Source: an optimization exercise on an open RTL-to-GDS flow (aim: small area and few clock cycles). Production flows keep margins and buffers that such runs may drop.
Function was checked by simulation only, so behaviour that the tests miss may differ from the original.
Power figures rest on the tool's default switching activity, not on a simulated workload.

==> module cpu_top, before the edit <==
module cpu_top (
  input  logic        clk,
  input  logic        rst_n,
  output logic [15:0] inst_addr,
  input  logic [15:0] inst,
  output logic [15:0] dmem_addr,
  output logic [15:0] dmem_wdata,
  output logic        dmem_rd,
  output logic        dmem_wr,
  input  logic [15:0] dmem_rdata,
  output logic [15:0] pc,
  output logic        hlt
);
  logic [15:1]       pc_q;       
  logic [3:0]        ir_op;      
  logic [11:0]       ir_lo;
  logic [2:0]        flags_q;    
  logic              hlt_q;
  logic [15:1]       valid_q;    
  logic [15:1][15:0] regs;
  logic [3:0]  rd;
  logic [3:0]  rs;
  logic [3:0]  rt;
  logic [3:0]  rb;
  logic [15:0] a_val;
  logic [15:0] b_val;
  logic [15:1] sel_a;
  logic [15:1] sel_b;
  assign rd = ir_lo[11:8];
  assign rs = ir_lo[7:4];
  assign rt = ir_lo[3:0];
  assign rb = ir_op[3] ? rd : rt;
  always_comb begin
    for (int i = 1; i < 16; i++) begin
      sel_a[i] = valid_q[i] && (rs == 4'(i));
      sel_b[i] = valid_q[i] && (rb == 4'(i));
    end
    a_val = '0;
    b_val = '0;
    for (int i = 1; i < 16; i++) begin
      a_val = a_val | ({16{sel_a[i]}} & regs[i]);
      b_val = b_val | ({16{sel_b[i]}} & regs[i]);
    end
  end
  logic        is_sub;
  logic        is_mem;
  logic [15:0] add_x;
  logic [15:0] add_y;
  logic [15:0] sum;
  logic        ovf;
  logic [15:0] sat;
  assign is_sub = (ir_op == 4'b0001);
  assign is_mem = ir_op[3];
  assign add_x = is_mem ? {a_val[15:1], 1'b0} : a_val;
  assign add_y = is_mem ? {{11{rt[3]}}, rt, 1'b0} : (is_sub ? ~b_val : b_val);
  logic [15:0] add_p;
  logic [15:0] add_g;
  logic [15:0] grp_g;
  logic [15:0] grp_p;
  always_comb begin
    add_p = add_x ^ add_y;
    add_g = add_x & add_y;
    add_g[0] = add_g[0] | (add_p[0] & is_sub);
    grp_g = add_g;
    grp_p = add_p;
    for (int d = 1; d < 16; d = d * 2) begin
      for (int i = 2 * d - 1; i < 16; i = i + 2 * d) begin
        grp_g[i] = grp_g[i] | (grp_p[i] & grp_g[i - d]);
        grp_p[i] = grp_p[i] & grp_p[i - d];
      end
    end
    for (int d = 4; d >= 1; d = d / 2) begin
      for (int i = 3 * d - 1; i < 16; i = i + 2 * d) begin
        grp_g[i] = grp_g[i] | (grp_p[i] & grp_g[i - d]);
        grp_p[i] = grp_p[i] & grp_p[i - d];
      end
    end
  end
  assign sum = add_p ^ {grp_g[14:0], is_sub};
  assign ovf = (add_x[15] == add_y[15]) && (sum[15] != add_x[15]);
  assign sat = ovf ? {a_val[15], {15{!a_val[15]}}} : sum;
  logic [3:0]  shamt;
  logic [3:0]  rot_amt;
  logic [15:0] rot;
  logic [15:0] shl_keep;
  logic [15:0] sra_keep;
  logic [15:0] shf;
  assign shamt = rt;
  assign rot_amt = (ir_op[1:0] == 2'b00) ? 4'(-shamt) : shamt;
  always_comb begin
    rot = a_val;
    if (rot_amt[0]) rot = {rot[0], rot[15:1]};
    if (rot_amt[1]) rot = {rot[1:0], rot[15:2]};
    if (rot_amt[2]) rot = {rot[3:0], rot[15:4]};
    if (rot_amt[3]) rot = {rot[7:0], rot[15:8]};
    for (int i = 0; i < 16; i++) begin
      shl_keep[i] = (i >= shamt);
      sra_keep[i] = (i + shamt < 16);
    end
  end
  always_comb begin
    case (ir_op[1:0])
      2'b00:   shf = rot & shl_keep;
      2'b01:   shf = (rot & sra_keep) | ({16{a_val[15]}} & ~sra_keep);
      default: shf = rot;
    endcase
  end
  logic [15:0] res;
  logic [15:0] wdata;
  logic        we;
  logic [2:0]  flags_d;
  always_comb begin
    case (ir_op)
      4'b0000, 4'b0001: res = sat;
      4'b0010:          res = add_p;
      4'b1010:          res = {b_val[15:8], ir_lo[7:0]};
      4'b1011:          res = {ir_lo[7:0], b_val[7:0]};
      4'b1110:          res = {pc_q, 1'b0};    
      default:          res = shf;
    endcase
  end
  assign wdata = (ir_op == 4'b1000) ? dmem_rdata : res;
  assign we = !ir_op[3] || ir_op == 4'b1000 || ir_op == 4'b1010 || ir_op == 4'b1011
              || ir_op == 4'b1110;
  always_comb begin
    flags_d = flags_q;
    if (!ir_op[3]) begin
      flags_d[2] = (res == '0);
      if (ir_op[2:1] == 2'b00) begin
        flags_d[1] = ovf;
        flags_d[0] = res[15];
      end
    end
  end
  function automatic logic cond_met(input logic [2:0] c, input logic [2:0] f);
    case (c)
      3'd0: cond_met = !f[2];
      3'd1: cond_met = f[2];
      3'd2: cond_met = !f[2] && !f[0];
      3'd3: cond_met = f[0];
      3'd4: cond_met = f[2] || !f[0];
      3'd5: cond_met = f[0] || f[2];
      3'd6: cond_met = f[1];
      default: cond_met = 1'b1;
    endcase
  endfunction
  logic br_taken;
  assign br_taken = (ir_op == 4'b1101) && cond_met(rd[3:1], flags_q);
  assign dmem_addr = sum;
  assign dmem_wdata = b_val;
  assign dmem_rd = (ir_op == 4'b1000);
  assign dmem_wr = (ir_op == 4'b1001);
  logic        f_b;
  logic        f_hlt;
  logic        f_jump;
  logic [8:0]  f_off;
  logic [15:1] pc_inc;
  logic [15:1] pc_tgt;
  logic [15:1] pc_d;
  assign f_b = (inst[15:12] == 4'b1100) && cond_met(inst[11:9], flags_d);
  assign f_hlt = (inst[15:12] == 4'b1111);
  assign f_off = f_hlt ? 9'h1ff : inst[8:0];
  assign f_jump = f_b || f_hlt;
  always_comb begin
    logic ci;
    logic ct;
    logic y;
    ci = 1'b1;
    ct = 1'b1;
    for (int i = 1; i < 16; i++) begin
      y = f_off[(i > 9) ? 8 : i - 1];
      pc_inc[i] = pc_q[i] ^ ci;
      ci = pc_q[i] & ci;
      pc_tgt[i] = pc_q[i] ^ y ^ ct;
      ct = (pc_q[i] & y) | (pc_q[i] & ct) | (y & ct);
    end
  end
  always_comb begin
    if (br_taken) pc_d = a_val[15:1];
    else if (f_jump) pc_d = pc_tgt;
    else pc_d = pc_inc;
  end
  assign inst_addr = {pc_q, 1'b0};
  assign pc = inst_addr;
  assign hlt = hlt_q;
  always_ff @(posedge clk or negedge rst_n) begin
    if (!rst_n) begin
      pc_q <= '0;
      ir_op <= 4'b1100;
      flags_q <= '0;
      hlt_q <= 1'b0;
      valid_q <= '0;
    end else begin
      pc_q <= pc_d;
      ir_op <= br_taken ? 4'b1100 : inst[15:12];
      flags_q <= flags_d;
      hlt_q <= hlt_q || (f_hlt && !br_taken);
      for (int i = 1; i < 16; i++) begin
        if (we && rd == 4'(i)) valid_q[i] <= 1'b1;
      end
    end
  end
  always_ff @(posedge clk) begin
    ir_lo <= inst[11:0];
  end
  for (genvar i = 1; i < 16; i++) begin : g_reg
    always_ff @(posedge clk) begin
      if (we && rd == 4'(i)) regs[i] <= wdata;
    end
  end
endmodule
clock: 10.0 ns
lec_check: 0
cap_margin: 20
core_margin: 2
core_utilization: 55
slew_margin: 20
standard.sh (not shown) runs the stock make flow with config.mk's settings and CLKGATE_MAP_FILE= SYNTH_SCRIPT=/design/flow/synth_recipe.tcl, a recipe that flattens the netlist after the stock synthesis.
==> flow/flow/run.sh <==
#!/bin/bash
# Standard ORFS layout with smaller port buffers and a leaner clock tree.
set -euo pipefail
bash standard.sh \
  BUFFER_PORTS_ARGS="-buffer_cell sky130_fd_sc_hd__buf_1" \
  CTS_ARGS="-sink_clustering_enable -repair_clock_nets -dont_use_dummy_load -buf_list sky130_fd_sc_hd__clkbuf_8 -sink_clustering_size 16 -sink_clustering_max_diameter 60" \
  finish > make_finish.log 2>&1
Testbench counts at the start, summed over its fixed seeds: cycles 27,393.
Rerun with:
--- a/flow/design.v
+++ b/flow/design.v
@@ -108,21 +108,28 @@
   end
   logic [15:0] res;
   logic [15:0] wdata;
   logic        we;
   logic [2:0]  flags_d;
-  always_comb begin
-    case (ir_op)
-      4'b0000, 4'b0001: res = sat;
-      4'b0010:          res = add_p;
-      4'b1010:          res = {b_val[15:8], ir_lo[7:0]};
-      4'b1011:          res = {ir_lo[7:0], b_val[7:0]};
-      4'b1110:          res = {pc_q, 1'b0};    
-      default:          res = shf;
-    endcase
-  end
-  assign wdata = (ir_op == 4'b1000) ? dmem_rdata : res;
+  logic op_as;
+  logic op_x;
+  logic op_sh;
+  logic op_llb;
+  logic op_lhb;
+  logic op_pcs;
+  logic op_lw;
+  assign op_as = (ir_op[3:1] == 3'b000);
+  assign op_x = (ir_op == 4'b0010);
+  assign op_sh = !ir_op[3] && ir_op[2];
+  assign op_llb = (ir_op == 4'b1010);
+  assign op_lhb = (ir_op == 4'b1011);
+  assign op_pcs = (ir_op == 4'b1110);
+  assign op_lw = (ir_op == 4'b1000);
+  assign res = ({16{op_as}} & sat) | ({16{op_x}} & add_p) | ({16{op_sh}} & shf);
+  assign wdata = res | ({16{op_lw}} & dmem_rdata) | ({16{op_pcs}} & {pc_q, 1'b0})
+                 | ({16{op_llb}} & {b_val[15:8], ir_lo[7:0]})
+                 | ({16{op_lhb}} & {ir_lo[7:0], b_val[7:0]});
   assign we = !ir_op[3] || ir_op == 4'b1000 || ir_op == 4'b1010 || ir_op == 4'b1011
               || ir_op == 4'b1110;
   always_comb begin
     flags_d = flags_q;
     if (!ir_op[3]) begin
What happened: Hold slack gains 21 ps. Combinational power falls by a few percent. Die area fell by a few percent. Cell area shrinks by a few percent. Final cell count goes down by a few percent. Clock skew went down by 17 ps.
Testbench counts after the change, summed over its fixed seeds: cycles 27,393.

Another version of the RTL of cpu_top (not shown whole).
For scale: about 1,900 cells after synthesis, about 100 I/O pins, ~0.019 sq mm of cells after synthesis.
==> module cpu_top, before the edit <==
module cpu_top (
  input  logic        clk,
  input  logic        rst_n,
  output logic [15:0] inst_addr,
  input  logic [15:0] inst,
  output logic [15:0] dmem_addr,
  output logic [15:0] dmem_wdata,
  output logic        dmem_rd,
  output logic        dmem_wr,
  input  logic [15:0] dmem_rdata,
  output logic [15:0] pc,
  output logic        hlt
);
  logic [15:1]       pc_q;       
  logic [3:0]        ir_op;      
  logic [11:0]       ir_lo;
  logic [2:0]        flags_q;    
  logic              hlt_q;
  logic [15:1]       valid_q;    
  logic [15:1][15:0] regs;
  logic [3:0]  rd;
  logic [3:0]  rs;
  logic [3:0]  rt;
  logic [3:0]  rb;
  logic [15:0] a_val;
  logic [15:0] b_val;
  logic [15:1] sel_a;
  logic [15:1] sel_b;
  assign rd = ir_lo[11:8];
  assign rs = ir_lo[7:4];
  assign rt = ir_lo[3:0];
  assign rb = ir_op[3] ? rd : rt;
  always_comb begin
    for (int i = 1; i < 16; i++) begin
      sel_a[i] = valid_q[i] && (rs == 4'(i));
      sel_b[i] = valid_q[i] && (rb == 4'(i));
    end
    a_val = '0;
    b_val = '0;
    for (int i = 1; i < 16; i++) begin
      a_val = a_val | ({16{sel_a[i]}} & regs[i]);
      b_val = b_val | ({16{sel_b[i]}} & regs[i]);
    end
  end
  logic        is_sub;
  logic        is_mem;
  logic [15:0] add_x;
  logic [15:0] add_y;
  logic [15:0] sum;
  logic        ovf;
  logic [15:0] sat;
  assign is_sub = (ir_op == 4'b0001);
  assign is_mem = ir_op[3];
  assign add_x = is_mem ? {a_val[15:1], 1'b0} : a_val;
  assign add_y = is_mem ? {{11{rt[3]}}, rt, 1'b0} : (is_sub ? ~b_val : b_val);
  assign sum = add_x + add_y + {15'd0, is_sub};
  assign ovf = (add_x[15] == add_y[15]) && (sum[15] != add_x[15]);
  assign sat = ovf ? {a_val[15], {15{!a_val[15]}}} : sum;
  logic [3:0]  shamt;
  logic [3:0]  rot_amt;
  logic [15:0] rot;
  logic [15:0] shl_keep;
  logic [15:0] sra_keep;
  logic [15:0] shf;
  assign shamt = rt;
  assign rot_amt = (ir_op[1:0] == 2'b00) ? 4'(-shamt) : shamt;
  always_comb begin
    rot = a_val;
    if (rot_amt[0]) rot = {rot[0], rot[15:1]};
    if (rot_amt[1]) rot = {rot[1:0], rot[15:2]};
    if (rot_amt[2]) rot = {rot[3:0], rot[15:4]};
    if (rot_amt[3]) rot = {rot[7:0], rot[15:8]};
    for (int i = 0; i < 16; i++) begin
      shl_keep[i] = (i >= shamt);
      sra_keep[i] = (i + shamt < 16);
    end
  end
  always_comb begin
    case (ir_op[1:0])
      2'b00:   shf = rot & shl_keep;
      2'b01:   shf = (rot & sra_keep) | ({16{a_val[15]}} & ~sra_keep);
      default: shf = rot;
    endcase
  end
  logic [15:0] res;
  logic [15:0] wdata;
  logic        we;
  logic [2:0]  flags_d;
  always_comb begin
    case (ir_op)
      4'b0000, 4'b0001: res = sat;
      4'b0010:          res = a_val ^ b_val;
      4'b1010:          res = {b_val[15:8], ir_lo[7:0]};
      4'b1011:          res = {ir_lo[7:0], b_val[7:0]};
      4'b1110:          res = {pc_q, 1'b0};    
      default:          res = shf;
    endcase
  end
  assign wdata = (ir_op == 4'b1000) ? dmem_rdata : res;
  assign we = !ir_op[3] || ir_op == 4'b1000 || ir_op == 4'b1010 || ir_op == 4'b1011
              || ir_op == 4'b1110;
  always_comb begin
    flags_d = flags_q;
    if (!ir_op[3]) begin
      flags_d[2] = (res == '0);
      if (ir_op[2:1] == 2'b00) begin
        flags_d[1] = ovf;
        flags_d[0] = res[15];
      end
    end
  end
  function automatic logic cond_met(input logic [2:0] c, input logic [2:0] f);
    case (c)
      3'd0: cond_met = !f[2];
      3'd1: cond_met = f[2];
      3'd2: cond_met = !f[2] && !f[0];
      3'd3: cond_met = f[0];
      3'd4: cond_met = f[2] || !f[0];
      3'd5: cond_met = f[0] || f[2];
      3'd6: cond_met = f[1];
      default: cond_met = 1'b1;
    endcase
  endfunction
  logic br_taken;
  assign br_taken = (ir_op == 4'b1101) && cond_met(rd[3:1], flags_q);
  assign dmem_addr = sum;
  assign dmem_wdata = b_val;
  assign dmem_rd = (ir_op == 4'b1000);
  assign dmem_wr = (ir_op == 4'b1001);
  logic        f_b;
  logic        f_hlt;
  logic [15:1] pc_d;
  assign f_b = (inst[15:12] == 4'b1100) && cond_met(inst[11:9], flags_d);
  assign f_hlt = (inst[15:12] == 4'b1111);
  always_comb begin
    if (br_taken) pc_d = a_val[15:1];
    else if (f_b) pc_d = pc_q + {{6{inst[8]}}, inst[8:0]} + 15'd1;
    else if (f_hlt) pc_d = pc_q;
    else pc_d = pc_q + 15'd1;
  end
  assign inst_addr = {pc_q, 1'b0};
  assign pc = inst_addr;
  assign hlt = hlt_q;
  always_ff @(posedge clk or negedge rst_n) begin
    if (!rst_n) begin
      pc_q <= '0;
      ir_op <= 4'b1100;
      flags_q <= '0;
      hlt_q <= 1'b0;
      valid_q <= '0;
    end else begin
      pc_q <= pc_d;
      ir_op <= br_taken ? 4'b1100 : inst[15:12];
      flags_q <= flags_d;
      hlt_q <= hlt_q || (f_hlt && !br_taken);
      for (int i = 1; i < 16; i++) begin
        if (we && rd == 4'(i)) valid_q[i] <= 1'b1;
      end
    end
  end
  always_ff @(posedge clk) begin
    ir_lo <= inst[11:0];
  end
  for (genvar i = 1; i < 16; i++) begin : g_reg
    always_ff @(posedge clk) begin
      if (we && rd == 4'(i)) regs[i] <= wdata;
    end
  end
endmodule
clock: 10.0 ns
lec_check: 0
cap_margin: 20
core_margin: 2
core_utilization: 40
slew_margin: 20
run.sh (not shown) runs the stock make flow with config.mk's settings and CLKGATE_MAP_FILE= SYNTH_SCRIPT=/design/flow/synth_recipe.tcl, a recipe that flattens the netlist after the stock synthesis.
Stock flow here: none of the scripts above is used.
Testbench counts at the start, summed over its fixed seeds: cycles 27,393.
Then changed:
--- a/flow/design.v
+++ b/flow/design.v
@@ -53,9 +53,32 @@
   assign is_sub = (ir_op == 4'b0001);
   assign is_mem = ir_op[3];
   assign add_x = is_mem ? {a_val[15:1], 1'b0} : a_val;
   assign add_y = is_mem ? {{11{rt[3]}}, rt, 1'b0} : (is_sub ? ~b_val : b_val);
-  assign sum = add_x + add_y + {15'd0, is_sub};
+  logic [15:0] add_p;
+  logic [15:0] add_g;
+  logic [15:0] grp_g;
+  logic [15:0] grp_p;
+  always_comb begin
+    add_p = add_x ^ add_y;
+    add_g = add_x & add_y;
+    add_g[0] = add_g[0] | (add_p[0] & is_sub);
+    grp_g = add_g;
+    grp_p = add_p;
+    for (int d = 1; d < 16; d = d * 2) begin
+      for (int i = 2 * d - 1; i < 16; i = i + 2 * d) begin
+        grp_g[i] = grp_g[i] | (grp_p[i] & grp_g[i - d]);
+        grp_p[i] = grp_p[i] & grp_p[i - d];
+      end
+    end
+    for (int d = 4; d >= 1; d = d / 2) begin
+      for (int i = 3 * d - 1; i < 16; i = i + 2 * d) begin
+        grp_g[i] = grp_g[i] | (grp_p[i] & grp_g[i - d]);
+        grp_p[i] = grp_p[i] & grp_p[i - d];
+      end
+    end
+  end
+  assign sum = add_p ^ {grp_g[14:0], is_sub};
   assign ovf = (add_x[15] == add_y[15]) && (sum[15] != add_x[15]);
   assign sat = ovf ? {a_val[15], {15{!a_val[15]}}} : sum;
   logic [3:0]  shamt;
   logic [3:0]  rot_amt;
@@ -89,9 +112,9 @@
   logic [2:0]  flags_d;
   always_comb begin
     case (ir_op)
       4'b0000, 4'b0001: res = sat;
-      4'b0010:          res = a_val ^ b_val;
+      4'b0010:          res = add_p;
       4'b1010:          res = {b_val[15:8], ir_lo[7:0]};
       4'b1011:          res = {ir_lo[7:0], b_val[7:0]};
       4'b1110:          res = {pc_q, 1'b0};    
       default:          res = shf;
@@ -129,16 +152,35 @@
   assign dmem_rd = (ir_op == 4'b1000);
   assign dmem_wr = (ir_op == 4'b1001);
   logic        f_b;
   logic        f_hlt;
+  logic        f_jump;
+  logic [8:0]  f_off;
+  logic [15:1] pc_inc;
+  logic [15:1] pc_tgt;
   logic [15:1] pc_d;
   assign f_b = (inst[15:12] == 4'b1100) && cond_met(inst[11:9], flags_d);
   assign f_hlt = (inst[15:12] == 4'b1111);
+  assign f_off = f_hlt ? 9'h1ff : inst[8:0];
+  assign f_jump = f_b || f_hlt;
+  always_comb begin
+    logic ci;
+    logic ct;
+    logic y;
+    ci = 1'b1;
+    ct = 1'b1;
+    for (int i = 1; i < 16; i++) begin
+      y = f_off[(i > 9) ? 8 : i - 1];
+      pc_inc[i] = pc_q[i] ^ ci;
+      ci = pc_q[i] & ci;
+      pc_tgt[i] = pc_q[i] ^ y ^ ct;
+      ct = (pc_q[i] & y) | (pc_q[i] & ct) | (y & ct);
+    end
+  end
   always_comb begin
     if (br_taken) pc_d = a_val[15:1];
-    else if (f_b) pc_d = pc_q + {{6{inst[8]}}, inst[8:0]} + 15'd1;
-    else if (f_hlt) pc_d = pc_q;
-    else pc_d = pc_q + 15'd1;
+    else if (f_jump) pc_d = pc_tgt;
+    else pc_d = pc_inc;
   end
   assign inst_addr = {pc_q, 1'b0};
   assign pc = inst_addr;
   assign hlt = hlt_q;
What happened:
- The changed run went through all stages and came out clean
- final cell count fell by a few percent
- via count fell by a few percent
- worst setup slack gets worse by 0.73 ns
- wire length rose slightly
- global-route usage rose by 3.0 points
- cell area fell by a few percent
- hold slack gets better by 0.0038 ns
- first-iteration DRC count rose by roughly a tenth
- flip-flop and latch count is unchanged
Testbench counts after the change, summed over its fixed seeds: cycles 27,393.

==> static timing again, ports no longer ideal <==
The results above use ideal ports. As a check the final layouts listed here were re-extracted and re-timed, cells and wires unchanged. Step 1, drivers: a clkbuf_16 drives clk and a buf_2 each remaining input, both assumed. Step 2 adds t to the input delays and takes it off the output delays; t is the mean of the earliest and latest rising clock arrival at the registers after step 1. Input paths then give back, and output paths get back, about the clock's delay inside the block. a / b / c = no drivers / after step 1 / after step 2; a / b = the first two.
run	t, ns	setup WS [ns]	hold WS [ns]	cell pins on the clock port's net
the first run of note 1	0.655	0.440 / 0.387 / 0.950	0.462 / 0.462 / 0.462	1
the second run of note 1	0.625	0.564 / 0.511 / 0.826	0.483 / 0.483 / 0.483	1
the first run of note 2	0.596	1.076 / 1.023 / 1.619	0.475 / 0.475 / 0.475	1
the second run of note 2	0.615	0.344 / 0.287 / 0.902	0.479 / 0.479 / 0.479	1
After both steps setup and hold are still met in every run listed.
